Context: an optimization exercise on an open-source flow, tuned for small area. The choices shown serve that exercise and are no tape-out recipe.
For this run, only the layout was checked, not whether the RTL still works.
Power is estimated from default activity; no workload was simulated.

==> flow/design.v <==
package rf_pkg;
    localparam int unsigned NREGS_DEFAULT = 32;
    localparam int unsigned XLEN_DEFAULT  = 32;
    localparam int unsigned AW_DEFAULT    = $clog2(NREGS_DEFAULT);
    localparam int unsigned ZERO_ADDR     = 0;
    typedef logic [AW_DEFAULT-1:0]   reg_addr_t;
    typedef logic [XLEN_DEFAULT-1:0] xlen_t;
endpackage
module rf_aoi222 (
    input  logic a1, a2, b1, b2, c1, c2,
    output logic y
);
    assign y = ~((a1 & a2) | (b1 & b2) | (c1 & c2));
endmodule
module rf_nand2 (
    input  logic a, b,
    output logic y
);
    assign y = ~(a & b);
endmodule
module rf_nand4 (
    input  logic a, b, c, d,
    output logic y
);
    assign y = ~(a & b & c & d);
endmodule
module rf_nand3 (
    input  logic a, b, c,
    output logic y
);
    assign y = ~(a & b & c);
endmodule
module rf_or3 (
    input  logic a, b, c,
    output logic y
);
    assign y = a | b | c;
endmodule
module rf_word_next (
    input  logic [31:0] q,
    input  logic [31:0] d0,
    input  logic [31:0] d1n,
    input  logic        hn,
    input  logic        w0n,
    input  logic        w1,
    output logic [31:0] d
);
    assign d = ~(({32{w1}} & d1n) | ~((q | {32{hn}}) & (d0 | {32{w0n}})));
endmodule
module rf_read_bit (
    input  logic [30:0] v,
    input  logic [30:0] s,
    output logic        y
);
    logic [10:0] p;
    logic [2:0]  o;
    for (genvar g = 0; g < 10; g++) begin : g_p
        rf_aoi222 u_p (
            .a1(v[3*g]),   .a2(s[3*g]),
            .b1(v[3*g+1]), .b2(s[3*g+1]),
            .c1(v[3*g+2]), .c2(s[3*g+2]),
            .y(p[g])
        );
    end
    rf_nand2 u_p10 (.a(v[30]), .b(s[30]), .y(p[10]));
    rf_nand4 u_o0 (.a(p[0]), .b(p[1]), .c(p[2]),  .d(p[3]), .y(o[0]));
    rf_nand4 u_o1 (.a(p[4]), .b(p[5]), .c(p[6]),  .d(p[7]), .y(o[1]));
    rf_nand3 u_o2 (.a(p[8]), .b(p[9]), .c(p[10]),           .y(o[2]));
    rf_or3   u_y  (.a(o[0]), .b(o[1]), .c(o[2]), .y(y));
endmodule
module regfile_2r2w (
    input  logic        clk,
    input  logic        rst_n,
    input  logic [9:0]  rd_addr,     
    output logic [63:0] rd_data,     
    output logic [1:0]  rd_busy,
    input  logic [1:0]  wr_en,
    input  logic [9:0]  wr_addr,     
    input  logic [63:0] wr_data,     
    input  logic        rsv_en,
    input  logic [4:0]  rsv_addr,
    input  logic        flush,
    output logic [5:0]  busy_count
);
    logic [4:0]  wa0, wa1;
    logic [31:0] wd0, wd1n;
    logic        k0, k1;           
    logic [31:1] wr0, wr1;         
    logic [31:1] hn, w0n;          
    logic [31:1] valid;            
    logic [31:1] vis;              
    logic [31:1] busy;
    logic [31:1] free;             
    logic [31:0] q  [1:31];        
    logic [31:0] dn [1:31];        
    assign wa0  = wr_addr[4:0];
    assign wa1  = wr_addr[9:5];
    assign wd0  = wr_data[31:0];
    assign wd1n = ~wr_data[63:32];
    assign k0   = wr_en[0] & (|wa0) & rst_n;
    assign k1   = wr_en[1] & (|wa1) & rst_n;
    always_comb begin
        for (int k = 1; k < 32; k++) begin
            wr0[k]  = k0 & (wa0 == 5'(k));
            wr1[k]  = k1 & (wa1 == 5'(k));
            hn[k]   = wr0[k] | wr1[k];
            w0n[k]  = ~(wr0[k] & ~wr1[k]);
            vis[k]  = valid[k] | hn[k];
            free[k] = busy[k] & ~hn[k];
        end
    end
    for (genvar k = 1; k < 32; k++) begin : g_reg
        rf_word_next u_next (
            .q(q[k]), .d0(wd0), .d1n(wd1n),
            .hn(hn[k]), .w0n(w0n[k]), .w1(wr1[k]),
            .d(dn[k])
        );
    end
    always_ff @(posedge clk) begin
        for (int k = 1; k < 32; k++) begin
            q[k] <= dn[k];
        end
    end
    always_ff @(posedge clk or negedge rst_n) begin
        if (!rst_n) begin
            valid <= '0;
        end else begin
            valid <= valid | hn;
        end
    end
    for (genvar i = 0; i < 2; i++) begin : g_rd
        logic [4:0]  ra;
        logic [30:0] sel;
        logic        b;
        assign ra = rd_addr[5*i +: 5];
        always_comb begin
            sel = '0;
            b   = 1'b0;
            for (int k = 1; k < 32; k++) begin
                if (ra == 5'(k)) begin
                    sel[k-1] = vis[k];
                    b        = free[k];
                end
            end
        end
        for (genvar bt = 0; bt < 32; bt++) begin : g_bit
            logic [30:0] v;
            for (genvar k = 1; k < 32; k++) begin : g_v
                assign v[k-1] = dn[k][bt];
            end
            rf_read_bit u_rd (.v(v), .s(sel), .y(rd_data[32*i + bt]));
        end
        assign rd_busy[i] = b;
    end
    always_ff @(posedge clk or negedge rst_n) begin
        if (!rst_n) begin
            busy <= '0;
        end else begin
            for (int k = 1; k < 32; k++) begin
                if (flush) begin
                    busy[k] <= 1'b0;
                end else begin
                    busy[k] <= free[k] | (rsv_en & (rsv_addr == 5'(k)));
                end
            end
        end
    end
    always_comb begin
        busy_count = '0;
        for (int k = 1; k < 32; k++) begin
            busy_count = busy_count + 6'(busy[k]);
        end
    end
endmodule
==> flow/flow/run.sh <==
#!/bin/bash
# Own layout flow: the standard ORFS flow (standard synthesis unchanged),
# with layout-only settings changed: smaller port buffers, clock tree without
# dummy loads, and downsizing of gates that have timing slack to spare.
set -euo pipefail
bash standard.sh \
    "BUFFER_PORTS_ARGS=-buffer_cell sky130_fd_sc_hd__buf_1" \
    "CTS_ARGS=-sink_clustering_enable -repair_clock_nets -dont_use_dummy_load -sink_clustering_size 30 -sink_clustering_max_diameter 60" \
    RECOVER_POWER=100 \
    finish > standard_flow.log 2>&1
==> flow/standard.sh <==
#!/bin/bash
# synth_recipe.tcl (not shown) runs the flow's synth.tcl, then flattens the netlist and writes it again
# the make line also repeats each setting of config.mk as NAME=value (left out here)
make -C /OpenROAD-flow-scripts/flow DESIGN_CONFIG=/design/flow/config.mk WORK_HOME=/design/flow/orfs CLKGATE_MAP_FILE= SYNTH_SCRIPT=/design/flow/synth_recipe.tcl "${@:-finish}"
==> flow/config.mk <==
export PLATFORM = sky130hd
export DESIGN_NAME = regfile_2r2w
export DESIGN_NICKNAME = regfile_2r2w
export VERILOG_FILES = /design/flow/design.v
export SDC_FILE = /design/flow/constraint.sdc
export NUM_CORES = 8
export LEC_CHECK = 0
export CAP_MARGIN = 20
export CORE_MARGIN = 2
export CORE_UTILIZATION = 50
export CTS_CLUSTER_DIAMETER = 60
export CTS_CLUSTER_SIZE = 30
export PLACE_DENSITY = 0.6
export SETUP_SLACK_MARGIN = 0.2
export SLEW_MARGIN = 20
export SYNTH_HIERARCHICAL = 1
export SYNTH_MINIMUM_KEEP_SIZE = 0
==> flow/constraint.sdc <==
create_clock -name core_clock -period 8.0 [get_ports {clk}]
set_input_delay 1.6000 -clock core_clock [delete_from_list [all_inputs] [get_ports {clk}]]
set_output_delay 1.6000 -clock core_clock [all_outputs]
set_load 0.01 [all_outputs]
==> impl_results.md <==
- Total GRT Usage: 0.4891
- Number of global-route vias before repair: 50,956
- Congestion Overflow GR: 0
- CTS Buffer Depth: 3
- Ports: 167
- Reg2reg setup slack: 6770 ps
- Syn nets: 5,122
- Post-synth EDFFs: 0
- Layout cell share with drive strength beyond 1: 0.09194
- Starting density of the core: 0.5068
- RSZ-0062 raised after global routing: false
- Wire length of the first global-routing pass: 354.6 mm
- Power Total: 14.73 mW
- Hold Vio Cnt, Final: 0
- Most frequent cell on the critical path: clkbuf_1
- Status: failed layout checks
- Largest net degree at the start of global routing: 35
- Critical path data arrival time: 6170 ps
- Crit path largest cell delay: 870 ps
- Fmax: 128.7 MHz
- Clk pin slew, worst setup/hold paths: ~60 ps
- Clk latency of the worst-skew pair: 660 ps
- Depth of the CTS H-tree: 3
- CP Capture Type: output pin
- TritonCTS clock tree: built
- Post-synth top flop: dfxtp_1
- Ys async rst share: 0.05882
- Worst Path Required: 6400 ps
- Routed len/inst: between 30 and 40 um
- DIE WIDTH: 312.0 um
- HPWL Detailed: 148.8 mm
- Post-synth top cells: 1,002 x a21oi_1, 1,002 x o22ai_1, 992 x dfxtp_1
- Wirelength, routed: 250.9 mm
- Height of the die: roughly 310 um
- Setup Fix Bufs, Post-CTS: 0
- TritonCTS buffer count: 89
- Layout Nets: 5,337
- Post-Syn Area: between 40,000 and 50,000 um2
- Violated checks: max-capacitance violations, max-slew violations
- Final setup viols: 0
- Leakage: 18.89 nW
- DRC violations left: 0
- Relative slew slack: -0.2962
- Row cnt: 112
- Via density per instance: 8.343
- Crit share post-route: 0.9711
- Crit-path leading delay family: buffers and inverters
- CTS root buf: clkbuf_16
- Yosys warning total: 10
- Initial antenna violation count: 11
- Core area: roughly 94,000 um2
- Worst path slowest cell: clkbuf_1
- Placer congestion estimate: between 1 and 1.5
- Max-slew violations: 84
- Total number of vias: 54,014
- Mean Syn Cell Area: 9.494 um2
- Seq/Total Area, Yosys: 0.4513
- Area grow syn2layout: 9.337%
- Setup Skew: 0 ps
- Startpoint Class: input pin
- Cells after Synth: 4,997
- Die ar.: 97,360 um2
- Drt initial violations: ~13,000
- Measured slew at the worst slew-check pin: roughly 1900 ps
- Post-synth top area cell: dfxtp_1
- WP buf/inv: 4
- Pre-antenna DRT Iters: 13
- TNS Setup: 0 ps
- Critical Path Fanout Max: 14
- Hold Crit Class: reg2reg
- Power per standard cell area: 284.0 nW/um2
- Port-buffer cells: 166
- Area share of the largest cell type after synthesis: 0.4186
- CTS sink cnt: 1,054
- Post-synthesis sequential element count: 1,054
- Post-synth cell types: 90
- Max-capacitance violation count: 3
- Max rail drop VDD: 0.2238 mV
- Critical path type: in2out
- Period minus WS final: 7769 ps
- Top cells by area, synth: dfxtp_1 42%, a222oi_1 14%, o22ai_1 13%, a21oi_1 11%, dfrtp_1 3.3%
- Post-CTS Resized: 0
- Crit path cell chain: clkbuf_1, nand4b_1, clkbuf_1, o22ai_4, clkbuf_1, o22ai_1, a21oi_1, a222oi_1, nand4_1, or3_1, buf_1
- Post-route ant nets: 0
- FILL cells: just under 9,000
- # hold bufs at CTS: 0
[path summary, 6_finish.rpt]
path / end / cells after the start / startpoint
setup / recovery: rd_data[42] / 11 / wr_addr[3]
hold / removal: valid[12] / 2 / valid[12]
setup reg to reg: busy[19] / 4 / busy[19]
hold reg to reg: valid[12] / 2 / valid[12]
max in group asynchronous: valid[12] / 2 / rst_n
min in group asynchronous: valid[30] / 1 / rst_n
[sequential cells by signal, summed over array words and instances (netlist names)]
name / cells
valid: 31
busy: 31
q: 992
[stage by stage]
stage	utilization	instances	hold WS, ps	instance area, um2	setup WS [ps]
floorplan	-	4997	428.1	47440	907.7
global placement	0.5343	6374	459.3	50010	929.6
detailed placement	0.5344	6375	464.4	50030	934.0
CTS	0.5582	6464	478.5	52250	593.0
global route	0.5539	6468	489.7	51850	237.2
finish	0.5541	6474	474.3	51870	231.4
[per-layer routing]
layer | up-vias | wire (um) | share of wire | global-route usage
met5 | - | 13 | 0.000052 | 0.004352
met4 | 2 | 20430 | 0.081 | 0.3278
met3 | 1150 | 41080 | 0.16 | 0.1696
met2 | 5552 | 101200 | 0.40 | 0.6897
met1 | 25771 | 88150 | 0.35 | 0.6291
li1 | 21539 | - | - | -
[where the power goes]
part           leakage, nW  internal (mW)  switching [mW]  total [mW]
registers             9.15           6.74           0.390        7.13
clock network         1.10           1.95            2.00        3.95
logic                 8.64           1.21            2.43        3.65
total                 18.9           9.90            4.83        14.7
[cell families (layout without fill, tap and decap cells)]
| family | after synthesis | in the layout | synth area share |
|---|---|---|---|
| AOI/OAI and AO/OA | 2765 | 2765 | 0.3944 |
| xor gates and xnor gates | 3 | 3 | 0.0005540 |
| adders and majority gates | 30 | 30 | 0.01155 |
| buffers and inverters | 432 | 645 | 0.06058 |
| DFF | 1054 | 1054 | 0.4513 |
| muxes | 5 | 5 | 0.001345 |
| other | 0 | 10 | 0 |
| and+or+nand+nor | 708 | 708 | 0.08026 |
[area by class of cell]
cell class                 instances  area [um2]  share of cell area
multi-input combinational       3511       23550              0.4541
tap                             1254        1569             0.03025
timing repair buffer             450        2688             0.05182
sequential                      1054       21410              0.4128
clock buffer                      89        2227             0.04294
inverter                         106       397.9            0.007671
antenna                           10       25.02           0.0004825
[modules after synthesis (local to each module, per instance), excerpt]
module	copies in the design	cells inside	flops+latches
rf_nand4	128	1	0
rf_or3	64	1	0
rf_aoi222	640	1	0
rf_word_next	31	73	0
regfile_2r2w	1	1774	1054
rf_nand3	64	1	0
rf_nand2	64	1	0
[placed cells by master (no fill, tap or decap), types with 9 or more instances in the layout]
cell and instances:
nand4_1 131, inv_1 99, o21ai_0 11, nor2_4 18
or3_1 81, nand3_2 9, fa_1 23, clkbuf_1 38
buf_4 251, o211ai_1 10, buf_1 150, o22ai_1 999
a222oi_1 640, nand3_1 84, nor2b_1 13, nand2_1 150
a21oi_1 1027, nand2b_1 18, dfrtp_1 62, nor3_2 53
nor3_1 11, a22oi_1 10, diode_2 10, dfxtp_1 992
nor2_1 73, clkbuf_16 89, o221ai_1 9
[worst register-to-register path: stages (launching register included)]
cell,delay [ps]
dfrtp_1,340
inv_1,80
a221oi_1,540
a21oi_1,80
nor2_1,120

-- afterwards: timing with drivers on the ports --
In the flow no input, the clock included, has a driving cell. The finished layout below was timed again as built, in two steps. Step 1 assumes that a clkbuf_16 drives the clock port and a buf_2 every other input. Step 2 times the ports against the registers' clock, not the clock port: input delays grow and output delays shrink by t, the midpoint of the rising clock arrivals with the driver on. Slacks: ideal / step 1 / step 2; pairs: ideal / step 1.
t (ns): 0.752
setup slack, ns: 0.231 / 0.195 / 0.195
worst setup path at the end: input to output
pins driven straight from the clock port: 1
For this run, drivers alone change the setup slack by -0.036 ns; drivers and shift together by -0.036 ns.
